From an optimization exercise on the open Yosys and OpenROAD flow, aimed at small area, a short achievable clock period and few clock cycles per item; shortcuts taken in it are not production practice. No run shown here included a check of the RTL's function; only the layout flow was run.

`constraint.sdc`:
```
create_clock -name core_clock -period 12.0 [get_ports {clk}]
set_input_delay 2.4000 -clock core_clock [delete_from_list [all_inputs] [get_ports {clk}]]
set_output_delay 2.4000 -clock core_clock [all_outputs]
set_load 0.01 [all_outputs]
```
`standard.sh`:
```
#!/bin/bash
# synth_recipe.tcl (not shown) runs the flow's synth.tcl, then flattens the netlist and writes it again
# the make line also repeats each setting of config.mk as NAME=value (left out here)
make -C /OpenROAD-flow-scripts/flow DESIGN_CONFIG=/design/flow/config.mk WORK_HOME=/design/flow/orfs CLKGATE_MAP_FILE= SYNTH_SCRIPT=/design/flow/synth_recipe.tcl "${@:-finish}"
```
`design.v`:
```
package nn_num_pkg;
    localparam int WORD_BITS = 16;
    localparam int FRAC_BITS = 8;
    localparam int INPUTS = 4;
    localparam int HIDDEN = 3;
    localparam int INPUT_IDX_BITS = $clog2(INPUTS);   
    typedef struct packed {
        logic                 sign;
        logic [WORD_BITS-2:0] body;
    } fix_fields_s;
    typedef union packed {
        logic signed [WORD_BITS-1:0] value;   
        fix_fields_s                 fields;
    } fix_word_u;
endpackage
package nn_seq_pkg;
    localparam int STEP_BITS = 2;
    localparam logic [STEP_BITS-1:0] LAST_WORD = 2'd3;
endpackage
`timescale 1ns/1ps
import nn_num_pkg::*;
import nn_seq_pkg::*;
module sample_loader (
    input  logic                 clk,
    input  logic                 rst_n,
    input  logic                 in_valid_d,
    output logic [STEP_BITS-1:0] count,     
    output logic                 x_valid,   
    output logic [STEP_BITS-1:0] x_step     
);
    always_ff @(posedge clk or negedge rst_n) begin
        if (!rst_n) begin
            count   <= '0;
            x_valid <= 1'b0;
            x_step  <= '0;
        end else begin
            x_valid <= in_valid_d;
            x_step  <= count;
            if (in_valid_d) begin
                count <= count + 1'b1;
            end
        end
    end
endmodule
`timescale 1ns/1ps
import nn_num_pkg::*;
module weight_loader (
    input  logic                                                                   clk,
    input  logic                                                                   rst_n,
    input  logic                                                                   in_valid_d,
    input  logic [nn_seq_pkg::STEP_BITS-1:0]                                       count,
    input  logic                                                                   in_valid_w1,
    input  logic [nn_num_pkg::WORD_BITS-1:0]                                                weight1,
    input  logic                                                                   in_valid_w2,
    input  logic [nn_num_pkg::WORD_BITS-1:0]                                                weight2,
    output logic [nn_num_pkg::HIDDEN-1:0][nn_num_pkg::WORD_BITS-1:0]                 w1_head,   
    output logic [nn_num_pkg::HIDDEN-1:0]                                            w1_ok,     
    output logic [nn_num_pkg::HIDDEN-1:0][nn_num_pkg::WORD_BITS-1:0]                 w2,
    output logic [nn_num_pkg::HIDDEN-1:0]                                            w2_ok
);
    localparam int W1_WORDS = HIDDEN * INPUTS;
    logic [3:0] n1;   
    logic [1:0] n2;   
    always_ff @(posedge clk or negedge rst_n) begin
        if (!rst_n) begin
            n1 <= '0;
            n2 <= '0;
        end else begin
            if (in_valid_w1 && n1 != 4'(W1_WORDS)) begin
                n1 <= n1 + 1'b1;
            end
            if (in_valid_w2 && n2 != 2'(HIDDEN)) begin
                n2 <= n2 + 1'b1;
            end
        end
    end
    logic [HIDDEN-1:0][INPUTS-1:0][WORD_BITS-1:0] w1;
    always_comb begin
        for (int j = 0; j < HIDDEN; j++) begin
            w1_head[j] = w1[j][0];
            w1_ok[j]   = (5'(n1) + 5'(j * INPUTS) + 5'(count)) >= 5'(W1_WORDS);
            w2_ok[j]   = (3'(n2) + 3'(j)) >= 3'(HIDDEN);
        end
    end
    always_ff @(posedge clk) begin
        if (in_valid_w1 || in_valid_d) begin
            for (int j = 0; j < HIDDEN; j++) begin
                for (int k = 0; k < INPUTS - 1; k++) begin
                    w1[j][k] <= w1[j][k+1];
                end
                if (in_valid_d) begin
                    w1[j][INPUTS-1] <= w1[j][0];
                end else if (j < HIDDEN - 1) begin
                    w1[j][INPUTS-1] <= w1[j+1][0];
                end else begin
                    w1[j][INPUTS-1] <= weight1;
                end
            end
        end
    end
    always_ff @(posedge clk) begin
        if (in_valid_w2) begin
            for (int j = 0; j < HIDDEN - 1; j++) begin
                w2[j] <= w2[j+1];
            end
            w2[HIDDEN-1] <= weight2;   
        end
    end
endmodule
`timescale 1ns/1ps
import nn_num_pkg::*;
import nn_seq_pkg::*;
module forward_engine (
    input  logic                                                                   clk,
    input  logic                                                                   rst_n,
    input  logic                                                                   in_valid_d,
    input  logic [nn_num_pkg::WORD_BITS-1:0]                                       data_point,
    input  logic [nn_seq_pkg::STEP_BITS-1:0]                                       count,
    input  logic                                                                   x_valid,
    input  logic [nn_seq_pkg::STEP_BITS-1:0]                                       x_step,
    input  logic [nn_num_pkg::HIDDEN-1:0][nn_num_pkg::WORD_BITS-1:0]                 w1_head,
    input  logic [nn_num_pkg::HIDDEN-1:0]                                            w1_ok,
    input  logic [nn_num_pkg::HIDDEN-1:0][nn_num_pkg::WORD_BITS-1:0]                 w2,
    input  logic [nn_num_pkg::HIDDEN-1:0]                                            w2_ok,
    output logic                                                                   out_valid,
    output logic [nn_num_pkg::WORD_BITS-1:0]                                       out
);
    logic                             out_mul;   
    logic                             out_sum;   
    logic [HIDDEN-1:0][WORD_BITS-1:0] acc;       
    logic [HIDDEN-1:0][WORD_BITS-1:0] mac_a;     
    logic [HIDDEN-1:0]                mac_a_neg;  
    logic [HIDDEN-1:0][WORD_BITS-1:0] mac_a_relu;
    logic [HIDDEN-1:0][WORD_BITS-1:0] next_b;    
    logic [HIDDEN-1:0]                next_ok;
    logic [HIDDEN-1:0][7:0]           next_one;  
    logic [HIDDEN-1:0][7:0]           next_two;
    logic [HIDDEN-1:0][7:0]           next_neg;
    logic [HIDDEN-1:0][7:0]           mac_one;   
    logic [HIDDEN-1:0][7:0]           mac_two;
    logic [HIDDEN-1:0][7:0]           mac_neg;
    logic [HIDDEN-1:0][WORD_BITS-1:0] mac_c;
    logic [HIDDEN-1:0][WORD_BITS-1:0] mac_y;
    always_ff @(posedge clk or negedge rst_n) begin
        if (!rst_n) begin
            out_mul <= 1'b0;
            out_sum <= 1'b0;
        end else begin
            out_mul <= x_valid && (x_step == LAST_WORD);
            out_sum <= out_mul;
        end
    end
    always_comb begin
        for (int j = 0; j < HIDDEN; j++) begin
            if (in_valid_d) begin
                next_b[j]  = w1_head[j];
                next_ok[j] = w1_ok[j];
            end else begin
                next_b[j]  = w2[j];
                next_ok[j] = w2_ok[j];
            end
        end
    end
    for (genvar j = 0; j < HIDDEN; j++) begin : g_enc
        booth_enc enc_i (
            .b   (next_b[j]),
            .ok  (next_ok[j]),
            .one (next_one[j]),
            .two (next_two[j]),
            .neg (next_neg[j])
        );
    end
    always_ff @(posedge clk) begin
        for (int j = 0; j < HIDDEN; j++) begin
            if (in_valid_d) begin
                mac_a[j]     <= data_point;
                mac_a_neg[j] <= 1'b0;
            end else begin
                mac_a[j]     <= mac_y[j];
                mac_a_neg[j] <= mac_y[j][WORD_BITS-1];
            end
        end
        mac_one <= next_one;
        mac_two <= next_two;
        mac_neg <= next_neg;
    end
    always_comb begin
        for (int j = 0; j < HIDDEN; j++) begin
            mac_a_relu[j] = mac_a_neg[j] ? '0 : mac_a[j];
            mac_c[j]      = acc[j];
        end
    end
    for (genvar j = 0; j < HIDDEN; j++) begin : g_mac
        booth_mac mac_i (
            .a    (mac_a_relu[j]),
            .one  (mac_one[j]),
            .two  (mac_two[j]),
            .neg  (mac_neg[j]),
            .c    (mac_c[j]),
            .y    (mac_y[j])
        );
    end
    localparam logic [WORD_BITS-1:0] BOOTH_K = 16'hAB00;
    always_ff @(posedge clk) begin
        for (int j = 0; j < HIDDEN; j++) begin
            if (in_valid_d && count == '0) begin
                acc[j] <= WORD_BITS'(4 * BOOTH_K);
            end else if (x_valid && x_step == LAST_WORD) begin
                acc[j] <= BOOTH_K;
            end else if (x_valid || out_mul) begin
                acc[j] <= mac_y[j];
            end
        end
    end
    always_ff @(posedge clk or negedge rst_n) begin
        if (!rst_n) begin
            out_valid <= 1'b0;
            out       <= '0;
        end else if (out_sum) begin
            out_valid <= 1'b1;
            out       <= acc[0] + acc[1] + acc[2];
        end else begin
            out_valid <= 1'b0;
            out       <= '0;
        end
    end
endmodule
module booth_mac (
    input  logic [15:0] a,     
    input  logic [7:0]  one,   
    input  logic [7:0]  two,   
    input  logic [7:0]  neg,   
    input  logic [15:0] c,     
    output logic [15:0] y
);
    logic [16:0] ax;
    assign ax = {a[15], a};
    logic [7:0][16:0] pp;
    always_comb begin
        for (int k = 0; k < 8; k++) begin
            pp[k][0] = (one[k] & ax[0]) ^ neg[k];
            for (int i = 1; i < 17; i++) begin
                pp[k][i] = ((one[k] & ax[i]) | (two[k] & ax[i-1])) ^ neg[k];
            end
            pp[k][16] = ~pp[k][16];
        end
    end
    logic s1, k2;
    assign s1 = neg[7] ^ c[6];
    assign k2 = neg[7] & c[6];
    logic s3, k4;
    assign s3 = c[7] ^ pp[0][15];
    assign k4 = c[7] & pp[0][15];
    logic s5, k6;
    assign s5 = c[8] ^ pp[0][16];
    assign k6 = c[8] & pp[0][16];
    logic s7, k8;
    assign s7 = neg[4] ^ c[0];
    assign k8 = neg[4] & c[0];
    logic s9, k10;
    assign s9 = c[1] ^ pp[0][9];
    assign k10 = c[1] & pp[0][9];
    logic s11, k12;
    assign s11 = neg[5] ^ c[2] ^ pp[0][10];
    assign k12 = (neg[5] & c[2]) | (neg[5] & pp[0][10]) | (c[2] & pp[0][10]);
    logic s13, k14;
    assign s13 = pp[1][8] ^ pp[2][6];
    assign k14 = pp[1][8] & pp[2][6];
    logic s15, k16;
    assign s15 = c[3] ^ pp[0][11] ^ pp[1][9];
    assign k16 = (c[3] & pp[0][11]) | (c[3] & pp[1][9]) | (pp[0][11] & pp[1][9]);
    logic s17, k18;
    assign s17 = pp[2][7] ^ pp[3][5];
    assign k18 = pp[2][7] & pp[3][5];
    logic s19, k20;
    assign s19 = neg[6] ^ c[4] ^ pp[0][12];
    assign k20 = (neg[6] & c[4]) | (neg[6] & pp[0][12]) | (c[4] & pp[0][12]);
    logic s21, k22;
    assign s21 = pp[1][10] ^ pp[2][8] ^ pp[3][6];
    assign k22 = (pp[1][10] & pp[2][8]) | (pp[1][10] & pp[3][6]) | (pp[2][8] & pp[3][6]);
    logic s23, k24;
    assign s23 = pp[4][4] ^ pp[5][2];
    assign k24 = pp[4][4] & pp[5][2];
    logic s25, k26;
    assign s25 = c[5] ^ pp[0][13] ^ pp[1][11];
    assign k26 = (c[5] & pp[0][13]) | (c[5] & pp[1][11]) | (pp[0][13] & pp[1][11]);
    logic s27, k28;
    assign s27 = pp[2][9] ^ pp[3][7] ^ pp[4][5];
    assign k28 = (pp[2][9] & pp[3][7]) | (pp[2][9] & pp[4][5]) | (pp[3][7] & pp[4][5]);
    logic s29, k30;
    assign s29 = pp[5][3] ^ pp[6][1];
    assign k30 = pp[5][3] & pp[6][1];
    logic s31, k32;
    assign s31 = s1 ^ pp[0][14] ^ pp[1][12];
    assign k32 = (s1 & pp[0][14]) | (s1 & pp[1][12]) | (pp[0][14] & pp[1][12]);
    logic s33, k34;
    assign s33 = pp[2][10] ^ pp[3][8] ^ pp[4][6];
    assign k34 = (pp[2][10] & pp[3][8]) | (pp[2][10] & pp[4][6]) | (pp[3][8] & pp[4][6]);
    logic s35, k36;
    assign s35 = pp[5][4] ^ pp[6][2] ^ pp[7][0];
    assign k36 = (pp[5][4] & pp[6][2]) | (pp[5][4] & pp[7][0]) | (pp[6][2] & pp[7][0]);
    logic s37, k38;
    assign s37 = k2 ^ pp[1][13] ^ pp[2][11];
    assign k38 = (k2 & pp[1][13]) | (k2 & pp[2][11]) | (pp[1][13] & pp[2][11]);
    logic s39, k40;
    assign s39 = pp[3][9] ^ pp[4][7] ^ pp[5][5];
    assign k40 = (pp[3][9] & pp[4][7]) | (pp[3][9] & pp[5][5]) | (pp[4][7] & pp[5][5]);
    logic s41, k42;
    assign s41 = pp[6][3] ^ pp[7][1] ^ s3;
    assign k42 = (pp[6][3] & pp[7][1]) | (pp[6][3] & s3) | (pp[7][1] & s3);
    logic s43, k44;
    assign s43 = pp[1][14] ^ pp[2][12] ^ pp[3][10];
    assign k44 = (pp[1][14] & pp[2][12]) | (pp[1][14] & pp[3][10]) | (pp[2][12] & pp[3][10]);
    logic s45, k46;
    assign s45 = pp[4][8] ^ pp[5][6] ^ pp[6][4];
    assign k46 = (pp[4][8] & pp[5][6]) | (pp[4][8] & pp[6][4]) | (pp[5][6] & pp[6][4]);
    logic s47, k48;
    assign s47 = pp[7][2] ^ k4 ^ s5;
    assign k48 = (pp[7][2] & k4) | (pp[7][2] & s5) | (k4 & s5);
    logic s49, k50;
    assign s49 = c[9] ^ pp[1][15] ^ pp[2][13];
    assign k50 = (c[9] & pp[1][15]) | (c[9] & pp[2][13]) | (pp[1][15] & pp[2][13]);
    logic s51, k52;
    assign s51 = pp[3][11] ^ pp[4][9] ^ pp[5][7];
    assign k52 = (pp[3][11] & pp[4][9]) | (pp[3][11] & pp[5][7]) | (pp[4][9] & pp[5][7]);
    logic s53, k54;
    assign s53 = pp[6][5] ^ pp[7][3] ^ k6;
    assign k54 = (pp[6][5] & pp[7][3]) | (pp[6][5] & k6) | (pp[7][3] & k6);
    logic s55, k56;
    assign s55 = c[10] ^ pp[1][16] ^ pp[2][14];
    assign k56 = (c[10] & pp[1][16]) | (c[10] & pp[2][14]) | (pp[1][16] & pp[2][14]);
    logic s57, k58;
    assign s57 = pp[3][12] ^ pp[4][10] ^ pp[5][8];
    assign k58 = (pp[3][12] & pp[4][10]) | (pp[3][12] & pp[5][8]) | (pp[4][10] & pp[5][8]);
    logic s59, k60;
    assign s59 = pp[6][6] ^ pp[7][4];
    assign k60 = pp[6][6] & pp[7][4];
    logic s61, k62;
    assign s61 = c[11] ^ pp[2][15] ^ pp[3][13];
    assign k62 = (c[11] & pp[2][15]) | (c[11] & pp[3][13]) | (pp[2][15] & pp[3][13]);
    logic s63, k64;
    assign s63 = pp[4][11] ^ pp[5][9] ^ pp[6][7];
    assign k64 = (pp[4][11] & pp[5][9]) | (pp[4][11] & pp[6][7]) | (pp[5][9] & pp[6][7]);
    logic s65, k66;
    assign s65 = c[12] ^ pp[2][16] ^ pp[3][14];
    assign k66 = (c[12] & pp[2][16]) | (c[12] & pp[3][14]) | (pp[2][16] & pp[3][14]);
    logic s67, k68;
    assign s67 = pp[4][12] ^ pp[5][10];
    assign k68 = pp[4][12] & pp[5][10];
    logic s69, k70;
    assign s69 = c[13] ^ pp[3][15] ^ pp[4][13];
    assign k70 = (c[13] & pp[3][15]) | (c[13] & pp[4][13]) | (pp[3][15] & pp[4][13]);
    logic s71, k72;
    assign s71 = c[14] ^ pp[3][16];
    assign k72 = c[14] & pp[3][16];
    logic s73, k74;
    assign s73 = neg[3] ^ pp[0][6];
    assign k74 = neg[3] & pp[0][6];
    logic s75, k76;
    assign s75 = pp[0][7] ^ pp[1][5];
    assign k76 = pp[0][7] & pp[1][5];
    logic s77, k78;
    assign s77 = s7 ^ pp[0][8] ^ pp[1][6];
    assign k78 = (s7 & pp[0][8]) | (s7 & pp[1][6]) | (pp[0][8] & pp[1][6]);
    logic s79, k80;
    assign s79 = pp[2][4] ^ pp[3][2];
    assign k80 = pp[2][4] & pp[3][2];
    logic s81, k82;
    assign s81 = k8 ^ pp[1][7] ^ pp[2][5];
    assign k82 = (k8 & pp[1][7]) | (k8 & pp[2][5]) | (pp[1][7] & pp[2][5]);
    logic s83, k84;
    assign s83 = pp[3][3] ^ pp[4][1] ^ s9;
    assign k84 = (pp[3][3] & pp[4][1]) | (pp[3][3] & s9) | (pp[4][1] & s9);
    logic s85, k86;
    assign s85 = pp[3][4] ^ pp[4][2] ^ pp[5][0];
    assign k86 = (pp[3][4] & pp[4][2]) | (pp[3][4] & pp[5][0]) | (pp[4][2] & pp[5][0]);
    logic s87, k88;
    assign s87 = k10 ^ s13 ^ s11;
    assign k88 = (k10 & s13) | (k10 & s11) | (s13 & s11);
    logic s89, k90;
    assign s89 = pp[4][3] ^ pp[5][1] ^ k14;
    assign k90 = (pp[4][3] & pp[5][1]) | (pp[4][3] & k14) | (pp[5][1] & k14);
    logic s91, k92;
    assign s91 = s17 ^ k12 ^ s15;
    assign k92 = (s17 & k12) | (s17 & s15) | (k12 & s15);
    logic s93, k94;
    assign s93 = pp[6][0] ^ k18 ^ s23;
    assign k94 = (pp[6][0] & k18) | (pp[6][0] & s23) | (k18 & s23);
    logic s95, k96;
    assign s95 = k16 ^ s19 ^ s21;
    assign k96 = (k16 & s19) | (k16 & s21) | (s19 & s21);
    logic s97, k98;
    assign s97 = k24 ^ s29 ^ k20;
    assign k98 = (k24 & s29) | (k24 & k20) | (s29 & k20);
    logic s99, k100;
    assign s99 = k22 ^ s25 ^ s27;
    assign k100 = (k22 & s25) | (k22 & s27) | (s25 & s27);
    logic s101, k102;
    assign s101 = k30 ^ k26 ^ k28;
    assign k102 = (k30 & k26) | (k30 & k28) | (k26 & k28);
    logic s103, k104;
    assign s103 = s31 ^ s33 ^ s35;
    assign k104 = (s31 & s33) | (s31 & s35) | (s33 & s35);
    logic s105, k106;
    assign s105 = k32 ^ k34 ^ k36;
    assign k106 = (k32 & k34) | (k32 & k36) | (k34 & k36);
    logic s107, k108;
    assign s107 = s37 ^ s39 ^ s41;
    assign k108 = (s37 & s39) | (s37 & s41) | (s39 & s41);
    logic s109, k110;
    assign s109 = k38 ^ k40 ^ s43;
    assign k110 = (k38 & k40) | (k38 & s43) | (k40 & s43);
    logic s111, k112;
    assign s111 = s45 ^ k42 ^ s47;
    assign k112 = (s45 & k42) | (s45 & s47) | (k42 & s47);
    logic s113, k114;
    assign s113 = k44 ^ k46 ^ s49;
    assign k114 = (k44 & k46) | (k44 & s49) | (k46 & s49);
    logic s115, k116;
    assign s115 = s51 ^ k48 ^ s53;
    assign k116 = (s51 & k48) | (s51 & s53) | (k48 & s53);
    logic s117, k118;
    assign s117 = s59 ^ k50 ^ k52;
    assign k118 = (s59 & k50) | (s59 & k52) | (k50 & k52);
    logic s119, k120;
    assign s119 = s55 ^ s57 ^ k54;
    assign k120 = (s55 & s57) | (s55 & k54) | (s57 & k54);
    logic s121, k122;
    assign s121 = pp[7][5] ^ k60 ^ k56;
    assign k122 = (pp[7][5] & k60) | (pp[7][5] & k56) | (k60 & k56);
    logic s123, k124;
    assign s123 = k58 ^ s61 ^ s63;
    assign k124 = (k58 & s61) | (k58 & s63) | (s61 & s63);
    logic s125, k126;
    assign s125 = pp[6][8] ^ pp[7][6] ^ s67;
    assign k126 = (pp[6][8] & pp[7][6]) | (pp[6][8] & s67) | (pp[7][6] & s67);
    logic s127, k128;
    assign s127 = k62 ^ k64 ^ s65;
    assign k128 = (k62 & k64) | (k62 & s65) | (k64 & s65);
    logic s129, k130;
    assign s129 = pp[5][11] ^ pp[6][9] ^ pp[7][7];
    assign k130 = (pp[5][11] & pp[6][9]) | (pp[5][11] & pp[7][7]) | (pp[6][9] & pp[7][7]);
    logic s131, k132;
    assign s131 = k68 ^ k66 ^ s69;
    assign k132 = (k68 & k66) | (k68 & s69) | (k66 & s69);
    logic s133, k134;
    assign s133 = pp[4][14] ^ pp[5][12] ^ pp[6][10];
    assign k134 = (pp[4][14] & pp[5][12]) | (pp[4][14] & pp[6][10]) | (pp[5][12] & pp[6][10]);
    logic s135, k136;
    assign s135 = pp[7][8] ^ s71 ^ k70;
    assign k136 = (pp[7][8] & s71) | (pp[7][8] & k70) | (s71 & k70);
    logic s137, k138;
    assign s137 = c[15] ^ pp[4][15] ^ pp[5][13];
    assign k138 = (c[15] & pp[4][15]) | (c[15] & pp[5][13]) | (pp[4][15] & pp[5][13]);
    logic s139, k140;
    assign s139 = pp[6][11] ^ pp[7][9] ^ k72;
    assign k140 = (pp[6][11] & pp[7][9]) | (pp[6][11] & k72) | (pp[7][9] & k72);
    logic s141, k142;
    assign s141 = neg[2] ^ pp[0][4];
    assign k142 = neg[2] & pp[0][4];
    logic s143, k144;
    assign s143 = pp[0][5] ^ pp[1][3];
    assign k144 = pp[0][5] & pp[1][3];
    logic s145, k146;
    assign s145 = pp[1][4] ^ pp[2][2] ^ pp[3][0];
    assign k146 = (pp[1][4] & pp[2][2]) | (pp[1][4] & pp[3][0]) | (pp[2][2] & pp[3][0]);
    logic s147, k148;
    assign s147 = pp[2][3] ^ pp[3][1] ^ k74;
    assign k148 = (pp[2][3] & pp[3][1]) | (pp[2][3] & k74) | (pp[3][1] & k74);
    logic s149, k150;
    assign s149 = pp[4][0] ^ k76 ^ s79;
    assign k150 = (pp[4][0] & k76) | (pp[4][0] & s79) | (k76 & s79);
    logic s151, k152;
    assign s151 = k80 ^ k78 ^ s81;
    assign k152 = (k80 & k78) | (k80 & s81) | (k78 & s81);
    logic s153, k154;
    assign s153 = k82 ^ s85 ^ k84;
    assign k154 = (k82 & s85) | (k82 & k84) | (s85 & k84);
    logic s155, k156;
    assign s155 = k86 ^ s89 ^ k88;
    assign k156 = (k86 & s89) | (k86 & k88) | (s89 & k88);
    logic s157, k158;
    assign s157 = k90 ^ s93 ^ k92;
    assign k158 = (k90 & s93) | (k90 & k92) | (s93 & k92);
    logic s159, k160;
    assign s159 = k94 ^ k96 ^ s97;
    assign k160 = (k94 & k96) | (k94 & s97) | (k96 & s97);
    logic s161, k162;
    assign s161 = k98 ^ k100 ^ s101;
    assign k162 = (k98 & k100) | (k98 & s101) | (k100 & s101);
    logic s163, k164;
    assign s163 = k102 ^ k104 ^ s105;
    assign k164 = (k102 & k104) | (k102 & s105) | (k104 & s105);
    logic s165, k166;
    assign s165 = k106 ^ s109 ^ k108;
    assign k166 = (k106 & s109) | (k106 & k108) | (s109 & k108);
    logic s167, k168;
    assign s167 = k110 ^ s113 ^ k112;
    assign k168 = (k110 & s113) | (k110 & k112) | (s113 & k112);
    logic s169, k170;
    assign s169 = k114 ^ s117 ^ k116;
    assign k170 = (k114 & s117) | (k114 & k116) | (s117 & k116);
    logic s171, k172;
    assign s171 = k118 ^ s121 ^ s123;
    assign k172 = (k118 & s121) | (k118 & s123) | (s121 & s123);
    logic s173, k174;
    assign s173 = k122 ^ s125 ^ k124;
    assign k174 = (k122 & s125) | (k122 & k124) | (s125 & k124);
    logic s175, k176;
    assign s175 = s129 ^ k126 ^ k128;
    assign k176 = (s129 & k126) | (s129 & k128) | (k126 & k128);
    logic s177, k178;
    assign s177 = k130 ^ s133 ^ k132;
    assign k178 = (k130 & s133) | (k130 & k132) | (s133 & k132);
    logic s179, k180;
    assign s179 = k134 ^ s137 ^ s139;
    assign k180 = (k134 & s137) | (k134 & s139) | (s137 & s139);
    logic s181, k182;
    assign s181 = neg[1] ^ pp[0][2];
    assign k182 = neg[1] & pp[0][2];
    logic s183, k184;
    assign s183 = pp[0][3] ^ pp[1][1];
    assign k184 = pp[0][3] & pp[1][1];
    logic s185, k186;
    assign s185 = pp[1][2] ^ pp[2][0] ^ s141;
    assign k186 = (pp[1][2] & pp[2][0]) | (pp[1][2] & s141) | (pp[2][0] & s141);
    logic s187, k188;
    assign s187 = pp[2][1] ^ k142 ^ s143;
    assign k188 = (pp[2][1] & k142) | (pp[2][1] & s143) | (k142 & s143);
    logic s189, k190;
    assign s189 = k144 ^ s73 ^ s145;
    assign k190 = (k144 & s73) | (k144 & s145) | (s73 & s145);
    logic s191, k192;
    assign s191 = s75 ^ k146 ^ s147;
    assign k192 = (s75 & k146) | (s75 & s147) | (k146 & s147);
    logic s193, k194;
    assign s193 = s77 ^ k148 ^ s149;
    assign k194 = (s77 & k148) | (s77 & s149) | (k148 & s149);
    logic s195, k196;
    assign s195 = k150 ^ s83 ^ s151;
    assign k196 = (k150 & s83) | (k150 & s151) | (s83 & s151);
    logic s197, k198;
    assign s197 = k152 ^ s87 ^ s153;
    assign k198 = (k152 & s87) | (k152 & s153) | (s87 & s153);
    logic s199, k200;
    assign s199 = s91 ^ k154 ^ s155;
    assign k200 = (s91 & k154) | (s91 & s155) | (k154 & s155);
    logic s201, k202;
    assign s201 = s95 ^ k156 ^ s157;
    assign k202 = (s95 & k156) | (s95 & s157) | (k156 & s157);
    logic s203, k204;
    assign s203 = s99 ^ k158 ^ s159;
    assign k204 = (s99 & k158) | (s99 & s159) | (k158 & s159);
    logic s205, k206;
    assign s205 = s103 ^ k160 ^ s161;
    assign k206 = (s103 & k160) | (s103 & s161) | (k160 & s161);
    logic s207, k208;
    assign s207 = k162 ^ s107 ^ s163;
    assign k208 = (k162 & s107) | (k162 & s163) | (s107 & s163);
    logic s209, k210;
    assign s209 = k164 ^ s111 ^ s165;
    assign k210 = (k164 & s111) | (k164 & s165) | (s111 & s165);
    logic s211, k212;
    assign s211 = s115 ^ k166 ^ s167;
    assign k212 = (s115 & k166) | (s115 & s167) | (k166 & s167);
    logic s213, k214;
    assign s213 = s119 ^ k168 ^ s169;
    assign k214 = (s119 & k168) | (s119 & s169) | (k168 & s169);
    logic s215, k216;
    assign s215 = k120 ^ s171 ^ k170;
    assign k216 = (k120 & s171) | (k120 & k170) | (s171 & k170);
    logic s217, k218;
    assign s217 = s127 ^ k172 ^ s173;
    assign k218 = (s127 & k172) | (s127 & s173) | (k172 & s173);
    logic s219, k220;
    assign s219 = s131 ^ k174 ^ s175;
    assign k220 = (s131 & k174) | (s131 & s175) | (k174 & s175);
    logic s221, k222;
    assign s221 = s135 ^ k176 ^ s177;
    assign k222 = (s135 & k176) | (s135 & s177) | (k176 & s177);
    logic s223, k224;
    assign s223 = k136 ^ s179 ^ k178;
    assign k224 = (k136 & s179) | (k136 & k178) | (s179 & k178);
    logic [23:0] ra, rb, sum;
    assign ra = {k222, k220, k218, k216, k214, k212, k210, k208, k206, k204, k202, k200, k198, k196, k194, k192, k190, k188, k186, k184, k182, s181, pp[0][1], neg[0]};
    assign rb = {s223, s221, s219, s217, s215, s213, s211, s209, s207, s205, s203, s201, s199, s197, s195, s193, s191, s189, s187, s185, s183, pp[1][0], 1'b0, pp[0][0]};
    assign sum = ra + rb;
    assign y = sum[23:8];
endmodule
module booth_enc (
    input  logic [15:0] b,
    input  logic        ok,
    output logic [7:0]  one,
    output logic [7:0]  two,
    output logic [7:0]  neg
);
    logic [16:0] bx;
    assign bx = {b, 1'b0};
    always_comb begin
        for (int k = 0; k < 8; k++) begin
            one[k] = ok & (bx[2*k+1] ^ bx[2*k]);
            two[k] = ok & ((bx[2*k+2] & ~bx[2*k+1] & ~bx[2*k]) | (~bx[2*k+2] & bx[2*k+1] & bx[2*k]));
            neg[k] = ok & bx[2*k+2];
        end
    end
endmodule
`timescale 1ns/1ps
import nn_num_pkg::*;
import nn_seq_pkg::*;
module nn_top (
    input  logic        clk,
    input  logic        rst_n,
    input  logic        in_valid_d,
    input  logic        in_valid_w1,
    input  logic        in_valid_w2,
    input  logic [15:0] data_point,
    input  logic [15:0] weight1,
    input  logic [15:0] weight2,
    output logic        out_valid,
    output logic [15:0] out
);
    logic                                         x_valid;
    logic [STEP_BITS-1:0]                         x_step;
    logic [STEP_BITS-1:0]                         count;
    logic [HIDDEN-1:0][WORD_BITS-1:0]             w1_head;
    logic [HIDDEN-1:0]                            w1_ok;
    logic [HIDDEN-1:0][WORD_BITS-1:0]             w2;
    logic [HIDDEN-1:0]                            w2_ok;
    sample_loader sample_loader_i (
        .clk          (clk),
        .rst_n        (rst_n),
        .in_valid_d   (in_valid_d),
        .count        (count),
        .x_valid      (x_valid),
        .x_step       (x_step)
    );
    weight_loader weight_loader_i (
        .clk         (clk),
        .rst_n       (rst_n),
        .in_valid_d  (in_valid_d),
        .count       (count),
        .in_valid_w1 (in_valid_w1),
        .weight1     (weight1),
        .in_valid_w2 (in_valid_w2),
        .weight2     (weight2),
        .w1_head     (w1_head),
        .w1_ok       (w1_ok),
        .w2          (w2),
        .w2_ok       (w2_ok)
    );
    forward_engine forward_engine_i (
        .clk          (clk),
        .rst_n        (rst_n),
        .in_valid_d   (in_valid_d),
        .data_point   (data_point),
        .count        (count),
        .x_valid      (x_valid),
        .x_step       (x_step),
        .w1_head      (w1_head),
        .w2           (w2),
        .w1_ok        (w1_ok),
        .w2_ok        (w2_ok),
        .out_valid    (out_valid),
        .out          (out)
    );
endmodule
```
`flow/run.sh`:
```
#!/bin/bash
set -euo pipefail
MARGIN=${MARGIN:-8}
TNS=${TNS:-100}
# The standard synthesis, unchanged
bash standard.sh synth > synth.log 2>&1
# The rest of the standard flow with the wider repair margin
sed -e "s/SETUP_SLACK_MARGIN=[-0-9.]*/SETUP_SLACK_MARGIN=$MARGIN TNS_END_PERCENT=$TNS/" standard.sh > layout.sh
grep -q "SETUP_SLACK_MARGIN=$MARGIN" layout.sh
bash layout.sh finish > layout.log 2>&1
```
`config.mk`:
```
export PLATFORM = sky130hd
export DESIGN_NAME = nn_top
export DESIGN_NICKNAME = nn_top
export VERILOG_FILES = /design/flow/design.v
export SDC_FILE = /design/flow/constraint.sdc
export NUM_CORES = 4
export LEC_CHECK = 0
export ABC_AREA = 0
export ABC_CLOCK_PERIOD_IN_PS = 4000
export CAP_MARGIN = 20
export CORE_MARGIN = 2
export CORE_UTILIZATION = 40
export SETUP_SLACK_MARGIN = 5
export SLEW_MARGIN = 20
```
==> summary.md, run 1 <==
| Metric | Value |
|---|---|
| Fmax | 0.205 GHz |
| Post-Layout Cell Count | 4731 |
| Drt drc | 0 |
| MaxCap Viol Count | 0 |
| All-Layer GR Usage | 23.7% |
| Most common cell in the synthesized netlist | nor2_1 |
| Max-slew headroom | 42.4% |
| Core area | 83600 µm² |
| Hold slack | 0.408 ns |
| Global-route wire length before repair | 157 mm |
| Hpwl dp | 69.4 mm |
| Final hold violation count | 0 |
| Setup TNS | 0 ns |
| Crit path time final | 4.87 ns |
| Total Wirelength | 105 mm |
| Outcome | complete, no violations |
| Area leader, netlist | edfxtp_1 |
| H-Tree Depth | 2 |
| Vias per std cell | 5.52 |
| Worst path required time | 12.46 ns |
| Clock Tree Root | clkbuf_16 |
| Synthesized netlist cell count | 3438 |
| Post-Place Cells | 4351 |
| # nets final | 4088 |
| Top-area cell type share of the netlist area | 21.4% |
| Die area | 86600 µm² |
| Yosys warnings | 5 |
| EDFF count, synth | 240 |
| Dominant cells by area after synthesis | edfxtp_1 (21%), fa_1 (17%), dfxtp_1 (10%) |
| Synth unique cells | 68 |
| Multi-input logic area | 22300 µm² |
| Setup violations, final | 0 |
| Vias in the first global route | 25700 |
| Synth top cells by count | nor2_1 (465), inv_1 (358), a22oi_1 (322) |
| Synthesis-to-finish area growth | 26.0% |
| DR pass1 iterations | 6 |
| Peak fanout along the critical path | 6 |
| DR vias | 26100 |
| Hold crit path type | reg -> reg |
| Post-synthesis async set-or-reset flop share | 6.80% |
| IO buf count | 69 |
| Critical path data arrival time | 5.33 ns |
| Share of cells above drive strength 1 | 25.6% |
| Clock latency on the worst-skew pair | 0.62 ns |
| CTS Sinks | 441 |
| Grt ovf | 0 |
| Slew @ Worst Pin | 0.864 ns |
| CTS max path bufs | 3 |
| Tcrit/Tclk final | 40.6% |
| Std-Cell Rows | 106 |
| Synth Flop Type | edfxtp_1 |
| Initial Util | 40.3% |
| Post-CTS Hold Fix Bufs | 0 |
| Post-Syn Nets | 3917 |
| Max Clock Skew | 0.0249 ns |
| Register area | 11700 µm² |
| Syn Area/Cell | 9.80 µm² |
| Yosys reg bits | 441 |
| FILL cells | 7345 |
| Final ANT Viol Nets | 0 |
| Die width | 294 µm |
| Wire length per cell | 22.1 µm |
| Placer Congestion | 0.862 |
| CTS tree | yes |
| Kind of end point of the critical path | flop |
| Unrepaired setup endpoints after global routing | yes |
| Mapped cell area | 33700 µm² |
| Top Ports | 70 |
| WS Path Type | reg -> reg |
| 1st-iter DRT viols | 2651 |
| Total CTS buffers | 49 |
| Seq/Total Area, Yosys | 33.8% |
| Chip height | 294 µm |
| Slew Viols, Final | 0 |
| Largest net degree at the start of global routing | 76 |
| Initial antenna violation count | 4 |
| Reg clk slew, reported paths | 0.07 ns |
| Startpoint Class | flop |
worst max-delay path, stage by stage (launching register included):
cell	delay, ns
dfxtp_4	0.47
buf_6	0.17
buf_16	0.12
nor2_4	0.04
xnor2_2	0.19
fa_2	0.48
fa_2	0.36
fa_1	0.50
fa_1	0.51
inv_2	0.04
ha_4	0.23
a21oi_4	0.13
o211ai_1	0.16
a211oi_2	0.32
a21oi_4	0.13
a31o_4	0.27
a21oi_4	0.20
o21bai_4	0.08
xnor2_2	0.22
o21ai_1	0.08
cells in the final DEF, fill, tap and decap left out, types with 26 or more instances in the layout:
| master | count |
|---|---|
| a211oi_1 | 54 |
| a21oi_1 | 81 |
| a22oi_1 | 274 |
| a22oi_2 | 48 |
| and2_1 | 26 |
| buf_4 | 198 |
| buf_6 | 70 |
| clkbuf_16 | 54 |
| clkdlybuf4s50_1 | 62 |
| dfrtp_1 | 30 |
| dfxtp_1 | 68 |
| dfxtp_4 | 82 |
| edfxtp_1 | 240 |
| fa_1 | 240 |
| fa_2 | 44 |
| ha_1 | 104 |
| ha_4 | 27 |
| inv_1 | 328 |
| inv_2 | 33 |
| nand2_1 | 116 |
| nand2b_1 | 30 |
| nor2_1 | 409 |
| nor2_2 | 29 |
| nor2_4 | 27 |
| o21ai_0 | 56 |
| o21ai_1 | 42 |
| xnor2_1 | 246 |
| xnor2_2 | 33 |
| xor2_1 | 180 |
state kept, by name, summed over array words and instances (netlist names):
name                        cells
sample_loader_i.x_valid         1
forward_engine_i.out_mul        1
sample_loader_i.count           2
sample_loader_i.x_step          2
forward_engine_i.out_valid      1
forward_engine_i.out_sum        1
weight_loader_i.n2              2
forward_engine_i.mac_a         48
forward_engine_i.mac_one       24
forward_engine_i.out           16
weight_loader_i.w1            192
forward_engine_i.acc           48
forward_engine_i.mac_a_neg      3
forward_engine_i.mac_two       24
forward_engine_i.mac_neg       24
weight_loader_i.n1              4
weight_loader_i.w2             48
per-stage QoR:
stage,util [%],setup WS (ns),area (µm²)
2_1_floorplan,-,7.22,34900
3_3_place_gp,42.4,5.94,35400
3_5_place_dp,42.4,5.91,35400
4_1_cts,49.1,7.21,41000
5_1_grt,50.8,6.95,42500
6_report,50.8,7.13,42500
cell families (layout without fill, tap and decap cells):
| group | Yosys count | in the layout | share of synthesized area (%) |
|---|---|---|---|
| xor gates and xnor gates | 488 | 488 | 12.7 |
| buffers and inverters | 629 | 839 | 7.12 |
| DFF | 441 | 441 | 33.8 |
| AOI/OAI and AO/OA | 691 | 691 | 14.2 |
| muxes | 27 | 27 | 0.891 |
| and+or+nand+nor | 736 | 738 | 9.25 |
| adders and majority gates | 426 | 426 | 22.1 |
| other | 0 | 1 | 0 |
metal layers:
metal | wire (µm) | vias up | track usage [%]
li1 | - | 11800 | -
met1 | 44000 | 12900 | 33.0
met2 | 48200 | 1214 | 37.6
met3 | 8320 | 238 | 3.14
met4 | 4150 | 2 | 9.27
met5 | 12 | - | 0
final timing paths:
check,startpoint,to,slack (ns),cells past startpoint
worst max-delay path,forward_engine_i.mac_a_neg[2],forward_engine_i.acc[47],7.13,19
worst min-delay path,weight_loader_i.w1[108],weight_loader_i.w1[92],0.41,0
worst max register to register,forward_engine_i.mac_a_neg[2],forward_engine_i.acc[47],7.13,19
worst min register to register,weight_loader_i.w1[108],weight_loader_i.w1[92],0.41,0
max in group asynchronous,rst_n,sample_loader_i.x_valid,9.64,1
min in group asynchronous,rst_n,forward_engine_i.out[13],1.87,1
what timing repair did:
item	4_1_cts	5_1_grt
setup endpoints to repair	273	169
buffers inserted	206	60
endpoints found under the hold margin	0	0
pin swaps	151	136
cloned	16	5
resized for setup	508	188
cell type report:
class / instances / area share, %
antenna: 1 / 0.00589
clock buffer: 56 / 3.00
clock inverter: 36 / 1.15
inverter: 364 / 3.23
multi-input combinational: 2370 / 52.4
sequential: 441 / 27.6
tap: 1080 / 3.18
timing repair buffer: 383 / 9.43
==> run 2: changes to the inputs <==
--- a/flow/run.sh
+++ b/flow/run.sh
@@ -2,4 +2,4 @@
 set -euo pipefail
-MARGIN=${MARGIN:-8}
-TNS=${TNS:-100}
+MARGIN=${MARGIN:-7}
+TNS=${TNS:-10}
 # The standard synthesis, unchanged
==> summary.md, run 2 <==
| Metric | Value |
|---|---|
| Yosys warnings | 5 (unchanged) |
| CP startpoint | forward_engine_i.mac_one[8] (was forward_engine_i.mac_a_neg[2]) |
| CP most frequent cell | fa_1 (was a21oi_4) |
| Synth top cells by count | nor2_1 (465), inv_1 (358), a22oi_1 (322) (unchanged) |
| Pre-CTS WS | 5.74 ns (was 5.91 ns) |
| Dominant cells by area after synthesis | edfxtp_1 (21%), fa_1 (17%), dfxtp_1 (10%) (unchanged) |
| Die width | 294 µm (unchanged) |
| Hpwl dp | 68.1 mm (was 69.4 mm) |
| WS Path Type | reg -> reg (unchanged) |
| DR vias | 25000 (was 26100) |
| Cell Area, Placed | 35000 µm² (was 35400 µm²) |
| Synthesis-to-finish area growth | 14.5% (was 26.0%) |
| Final instance area | 38600 µm² (was 42500 µm²) |
| Post-CTS Hold Fix Bufs | 0 (unchanged) |
| Placer Congestion | 0.912 (was 0.862) |
| Die area | 86600 µm² (unchanged) |
| Yosys reg bits | 441 (unchanged) |
| H-Tree Depth | 2 (unchanged) |
| Synthesized netlist cell count | 3438 (unchanged) |
| Final worst setup slack | 7.06 ns (was 7.13 ns) |
| Max Clock Skew | 0.0596 ns (was 0.0249 ns) |
| Initial Util | 40.3% (unchanged) |
| Syn Area/Cell | 9.80 µm² (unchanged) |
| Slew Viols, Final | 0 (unchanged) |
| Share of cells above drive strength 1 | 13.2% (was 25.6%) |
| Unrepaired setup endpoints after global routing | yes (unchanged) |
| Hold Crit Start | weight_loader_i.w1[50] (was weight_loader_i.w1[108]) |
| Synth unique cells | 68 (unchanged) |
| Drt drc | 0 (unchanged) |
| Clock Tree Root | clkbuf_16 (unchanged) |
| Seq/Total Area, Yosys | 33.8% (unchanged) |
| Crit path cell chain | buf_4 > or2_1 > nand2_1 > xor2_1 > ha_1 > fa_1 > fa_1 > fa_1 > fa_1 > ha_4 > nand4_1 > a211oi_2 > o2111ai_2 > nand2_2 > buf_4 > nor3_1 > or2_1 > o21ai_1 (was buf_6 > buf_16 > nor2_4 > xnor2_2 > fa_2 > fa_2 > fa_1 > fa_1 > inv_2 > ha_4 > a21oi_4 > o211ai_1 > a211oi_2 > a21oi_4 > a31o_4 > a21oi_4 > o21bai_4 > xnor2_2 > o21ai_1) |
| Worst path required time | 12.49 ns (was 12.46 ns) |
| CTS tree | yes (unchanged) |
| Final ANT Viol Nets | 0 (unchanged) |
| Chip height | 294 µm (unchanged) |
| CTS max path bufs | 3 (unchanged) |
| Peak fanout along the critical path | 6 (unchanged) |
| Commonest non-fill, non-tap cell in the layout | nor2_1 (unchanged) |
| CP max stage cell | fa_1 (unchanged) |
| # nets final | 3910 (was 4088) |
| Area leader, netlist | edfxtp_1 (unchanged) |
| 1st-iter DRT viols | 2773 (was 2651) |
| Post-Place Cells | 4356 (was 4351) |
| Setup violations, final | 0 (unchanged) |
| MaxCap Viol Count | 0 (unchanged) |
| Outcome | complete, no violations (unchanged) |
| Max-slew headroom | 37.6% (was 42.4%) |
| Vias per std cell | 5.48 (was 5.52) |
| Setup TNS | 0 ns (unchanged) |
| Reg-to-Reg Start | forward_engine_i.mac_one[8] (was forward_engine_i.mac_a_neg[2]) |
| Post-Layout Cell Count | 4554 (was 4731) |
| Wire length per cell | 21.7 µm (was 22.1 µm) |
| Critical path data arrival time | 5.44 ns (was 5.33 ns) |
| EDFF count, synth | 240 (unchanged) |
| All-Layer GR Usage | 22.6% (was 23.7%) |
| Reg clk slew, reported paths | 0.07 ns (about the same) |
| Final hold violation count | 0 (unchanged) |
| Post-Syn Nets | 3917 (unchanged) |
| Fmax | 0.202 GHz (was 0.205 GHz) |
| Delay-heaviest family, CP | adder cells (unchanged) |
| Grt ovf | 0 (unchanged) |
| Most common cell in the synthesized netlist | nor2_1 (unchanged) |
| Slew @ Worst Pin | 0.936 ns (was 0.864 ns) |
| Initial antenna violation count | 9 (was 4) |
| Vias in the first global route | 24200 (was 25700) |
| Clock latency on the worst-skew pair | 0.63 ns (was 0.62 ns) |
| Largest Register | weight_loader_i.w1 (unchanged) |
| Post-synthesis async set-or-reset flop share | 6.80% (unchanged) |
| Total Wirelength | 99.0 mm (was 105 mm) |
| Largest net degree at the start of global routing | 218 (was 76) |
| Max reg flops | 192 (unchanged) |
| Synth Flop Type | edfxtp_1 (unchanged) |
| Core area | 83600 µm² (unchanged) |
| Mapped cell area | 33700 µm² (unchanged) |
| Buf+Inv Stages, Crit Path | 2 (was 3) |
| Commonest cells after routing, fill and taps aside | nor2_1 (458), inv_1 (352), a22oi_1 (305), xnor2_1 (284), fa_1 (269) (was nor2_1 (409), inv_1 (328), a22oi_1 (274), xnor2_1 (246)) |
| Crit path time final | 4.94 ns (was 4.87 ns) |
| Startpoint Class | flop (unchanged) |
| DR pass1 iterations | 6 (unchanged) |
| Top Ports | 70 (unchanged) |
| Total CTS buffers | 49 (unchanged) |
| CTS Sinks | 441 (unchanged) |
| FILL cells | 7850 (was 7345) |
| Worst path max stage delay | 0.52 ns (was 0.51 ns) |
| Global-route wire length before repair | 149 mm (was 157 mm) |
| Kind of end point of the critical path | flop (unchanged) |
| Tcrit/Tclk final | 41.2% (was 40.6%) |
| IO buf count | 69 (unchanged) |
| Std-Cell Rows | 106 (unchanged) |
| Hold crit path type | reg -> reg (unchanged) |
| Top-area cell type share of the netlist area | 21.4% (unchanged) |
-- run 2: cell counts after synthesis --
No cell type changed its count.
-- run 2: what timing repair did --
item / CTS / global route
pin swaps: 6 / 66
setup endpoints to repair: 156 / 38
gates resized for setup: 169 / 136
cloned: 3 / 4
buffers inserted: 34 / 63
endpoints found under the hold margin: 0 / 0
-- run 2: metrics by stage --
step                      hold WS [ns]  utilization [%]
after floorplan                  0.368                -
after global placement           0.400             41.9
after detailed placement         0.405             41.9
after CTS                        0.405             44.8
after global routing             0.405             46.2
final                            0.394             46.2
-- run 2: final timing paths --
| path | cells past startpoint | endpoint | slack (ns) |
|---|---|---|---|
| setup reg to reg | 18 | forward_engine_i.mac_a[29] | 7.06 |
| min in group asynchronous | 1 | sample_loader_i.x_step[0] | 1.93 |
| hold / removal | 0 | weight_loader_i.w1[34] | 0.39 |
| setup / recovery | 18 | forward_engine_i.mac_a[29] | 7.06 |
| max in group asynchronous | 1 | forward_engine_i.out[14] | 9.46 |
| hold reg to reg | 0 | weight_loader_i.w1[34] | 0.39 |
-- run 2: final cells by class --
class / count / area, µm² / share of cell area, %
timing repair buffer: 207 / 2110 / 5.48
multi-input combinational: 2368 / 20400 / 52.9
tap: 1080 / 1350 / 3.50
sequential: 441 / 11700 / 30.3
clock buffer: 64 / 1340 / 3.48
antenna: 5 / 12.5 / 0.0324
clock inverter: 25 / 294 / 0.762
inverter: 364 / 1380 / 3.56
-- run 2: logic make-up (layout without fill, tap and decap cells) --
family	Yosys count	count (layout)	share of synthesized area, %
compound gates	691	691	14.2
xor+xnor	488	488	12.7
fa+ha+maj	426	426	22.1
buf+inv	629	660	7.12
flops	441	441	33.8
mux	27	27	0.891
other cells	0	5	0
simple gates	736	736	9.25
-- run 2: routing by layer --
layer	vias up	routed length (µm)	track usage, %
met5	-	12	0
li1	11400	-	-
met3	231	8600	3.88
met1	12100	43000	32.4
met2	1184	44000	35.0
met4	2	3410	6.71

port drivers added, routing unchanged:
Ports are ideal in the flow. The routed layouts listed here were re-timed in OpenROAD. Step 1, drivers: a clkbuf_16 drives clk and a buf_2 each remaining input, both assumed. Step 2 moves the port delays by t, midway between the first and last clock arrival at a register: inputs arrive t later, outputs are due t later. That takes back most of the time a late clock gives input paths. Slacks: ideal / step 1 / step 2; pairs: ideal / step 1.
run | t, ns | setup slack, ns | hold slack, ns | worst setup path at the end | pins driven straight from the clock port
run 1 | 0.680 | 7.132 / 7.132 / 7.132 | 0.408 / 0.408 / 0.408 | register to register | 1
run 2 | 0.669 | 7.056 / 7.056 / 6.641 | 0.394 / 0.394 / 0.394 | input to register | 1
After both steps setup and hold are still met in every run listed. The setup slack of run 2, which loses most, moves by 0.000 ns with the drivers and by -0.415 ns with both steps.
